Background: an optimization exercise with open tools, aiming at small area. Do not read the settings as production practice. In this exercise RTL edits were held to simulation tests only and were not proved equivalent to the original. Power and IR drop assume default switching activity.

run A:
// maxpool2x2_stream
module maxpool2x2_stream #(
  parameter int CH     = 6,
  parameter int DW     = 32,
  parameter int OW     = 8,
  parameter int IMG_W  = 28,
  parameter int IMG_H  = 28,
  parameter int QSHIFT = 8
) (
  input  logic             clk,
  input  logic             rst_n,
  input  logic             clear,
  input  logic             in_valid,
  output logic             in_ready,
  input  logic [CH*DW-1:0] in_data,
  output logic             out_valid,
  input  logic             out_ready,
  output logic [CH*OW-1:0] out_data,
  output logic             out_last
);
Size in the first run: roughly 1,100 cells after synthesis, about 250 I/O pins, ~23,000 sq um of cells after synthesis.
clock: 8.0 ns
lec_check: 0
cap_margin: 20
core_margin: 2
core_utilization: 65
place_density: 0.75
slew_margin: 20
standard.sh (not shown) runs the stock make flow with config.mk's settings and CLKGATE_MAP_FILE= SYNTH_SCRIPT=/design/flow/synth_recipe.tcl, a recipe that flattens the netlist after the stock synthesis.
==> flow/flow/run.sh <==
#!/bin/bash
# Own layout flow: the standard synthesis, then the combinational logic re-mapped for
# area (registers kept exactly as synthesised), then the standard ORFS layout with smaller
# port buffers and a clock tree of smaller buffers without dummy loads.
# Logs: make_synth.log, reopt.log, make_layout.log here; each ORFS step in orfs/logs/.
set -euo pipefail
here=$(pwd)
flowdir=$here/flow
res=$here/orfs/results/$FLOW_PLATFORM/maxpool2x2_stream/base
platdir=$FLOW_HOME/platforms/$FLOW_PLATFORM

export BUFFER_PORTS_ARGS="-buffer_cell sky130_fd_sc_hd__buf_1"
export CTS_ARGS="-sink_clustering_enable -repair_clock_nets -dont_use_dummy_load -buf_list {sky130_fd_sc_hd__clkbuf_8 sky130_fd_sc_hd__clkbuf_16} -sink_clustering_size 32 -sink_clustering_max_diameter 50"

bash standard.sh synth > make_synth.log 2>&1

cp $res/1_2_yosys.v $here/standard_synth.v
export REOPT_IN=$here/standard_synth.v
export REOPT_OUT=$here/reopt.v
export REOPT_ABC=$flowdir/area.abc
export REOPT_LIB=$platdir/lib/sky130_fd_sc_hd__tt_025C_1v80.lib
export REOPT_TOP=$FLOW_TOP
export REOPT_SEQ="$(grep -o 'sky130_fd_sc_hd__[a-z0-9_]*' $REOPT_IN | sort -u | grep -E '__(df|edf|sdf|dl)' | tr '\n' ' ')"
export REOPT_DONT_USE="$(sed -n '/DONT_USE_CELLS += /,/^$/p' $platdir/config.mk | grep -o 'sky130_fd_sc_hd__[a-z0-9_]*' | tr '\n' ' ')"
yosys -c $flowdir/reopt.tcl > reopt.log 2>&1

cp $here/reopt.v $res/1_2_yosys.v
rm -f $res/1_synth.odb $res/1_synth.sdc
bash standard.sh > make_layout.log 2>&1
==> flow/flow/area.abc <==
strash
&get -n
&deepsyn -T 20
&put
dch -f
amap
strash
dch -f
amap
topo
dnsize -c
Other scripts of this flow, unchanged in this note and not shown: flow/flow/reopt.tcl
Input-level comparison between run B and run A:
Settings: PLACE_DENSITY: 0.75 -> 0.8; CORE_UTILIZATION: 65 -> 70.
diff --git a/flow/flow/run.sh b/flow/flow/run.sh
--- a/flow/flow/run.sh
+++ b/flow/flow/run.sh
@@ -13 +13 @@
-export CTS_ARGS="-sink_clustering_enable -repair_clock_nets -dont_use_dummy_load -buf_list {sky130_fd_sc_hd__clkbuf_8 sky130_fd_sc_hd__clkbuf_16} -sink_clustering_size 32 -sink_clustering_max_diameter 50"
+export CTS_ARGS="-sink_clustering_enable -repair_clock_nets -dont_use_dummy_load -buf_list {sky130_fd_sc_hd__clkbuf_4 sky130_fd_sc_hd__clkbuf_8} -sink_clustering_size 20 -sink_clustering_max_diameter 60"
==> flow/flow/area.abc <==
strash
&get -n
&deepsyn -T 60
&put
dch -f
amap
strash
dch -f
amap
topo
dnsize -c
## What came out
Of the two values seen for destination of the critical timing path, ring[670] was produced by run A and out_last by run B. In the reports for run B and run A, the larger count of vias placed by the detailed router belongs to run A. met2 as the most used routing layer was reported by run A, and met1 by run B. Combinational fraction of design power in run B vs run A: up 0.4 points. Compared with run A, run B shows a lower data arrival time of the critical path.
Inputs modified between run B and run C:
Settings: swapping 0.8 for 0.75 in PLACE_DENSITY; swapping 70 for 65 in CORE_UTILIZATION.
==> flow/flow/area.abc <==
strash
&get -n
&deepsyn -T 20
&put
dch -f
amap
strash
dch -f
amap
topo
dnsize -c
==> comparison <==
Relative to run B, the final worst-path cycle share of run C is higher by 1.2 points.
Status: clock group share of total power parity (run B, run C)
Compare run C and run B | first-iteration DRC count higher: run C
As far as final total power is concerned, run C and run B perform about the same.
Going from run B to run C, share of power burned in combinational logic saw little to no change, area growth from synthesis to layout stayed essentially flat.
--- input diff run C..run D ---
diff --git a/flow/flow/run.sh b/flow/flow/run.sh
--- a/flow/flow/run.sh
+++ b/flow/flow/run.sh
@@ -13 +13 @@
-export CTS_ARGS="-sink_clustering_enable -repair_clock_nets -dont_use_dummy_load -buf_list {sky130_fd_sc_hd__clkbuf_4 sky130_fd_sc_hd__clkbuf_8} -sink_clustering_size 20 -sink_clustering_max_diameter 60"
+export CTS_ARGS="-sink_clustering_enable -repair_clock_nets -dont_use_dummy_load -buf_list {sky130_fd_sc_hd__clkbuf_8 sky130_fd_sc_hd__clkbuf_16} -sink_clustering_buffer sky130_fd_sc_hd__clkbuf_16 -root_buf sky130_fd_sc_hd__clkbuf_8 -sink_clustering_size 40 -sink_clustering_max_diameter 60"
## What came out
On run D: share of the cycle needed by the critical path after routing is 0.20 points higher than what run C gave. A slowest cell on the critical path of sky130_fd_sc_hd__clkinv_2 is what run D shows, while sky130_fd_sc_hd__nor2_1 belongs to run C. Via count: run C vs run D, no meaningful difference. Run D: worst relative slew slack 0.72 points above run C. Comparing run D and run C, the higher endpoint required time on the critical path was measured on run D. Run D ends up with a via count of the first global-routing pass that is about 0.5% higher than in run C. On proportion of cell area occupied by multi-input gates, run D and run C are neck and neck. Clock network area share (higher): run D. Run D and run C ended up with nearly the same power dissipated in combinational cells. Total power: run D > run C. Number of logic inverters in the finished layout: run C vs run D identical. Run C has higher part of the power in combinational logic than run D.

## what the ideal ports hide
Ports are ideal in the flow. The routed layouts listed here were re-timed in OpenROAD.
Step 1: set_driving_cell puts a clkbuf_16 on clk and a buf_2 on each other input, an assumption about the parent block.
Step 2, shift: input delay + t, output delay - t, t = (earliest + latest rising clock arrival at the registers) / 2. This alone moves slack from input paths to output paths.
Slacks: no drivers / after step 1 / after step 2; pairs: no drivers / after step 1.
| run | t, ns | slack for setup (ns) | worst setup path after step 2 | clock arrival spread, ns | cell pins on the clock port's net |
|---|---|---|---|---|---|
| run A | 0.612 | 3.353 / 3.353 / 3.353 | register to register | 0.050 / 0.050 | 1 |
| run B | 0.599 | 3.443 / 3.394 / 3.552 | input to register | 0.041 / 0.041 | 1 |
| run C | 0.602 | 3.346 / 3.298 / 3.397 | register to register | 0.044 / 0.044 | 1 |
| run D | 0.631 | 3.330 / 3.330 / 3.330 | register to register | 0.045 / 0.045 | 1 |
After both steps every run listed still meets setup and hold.
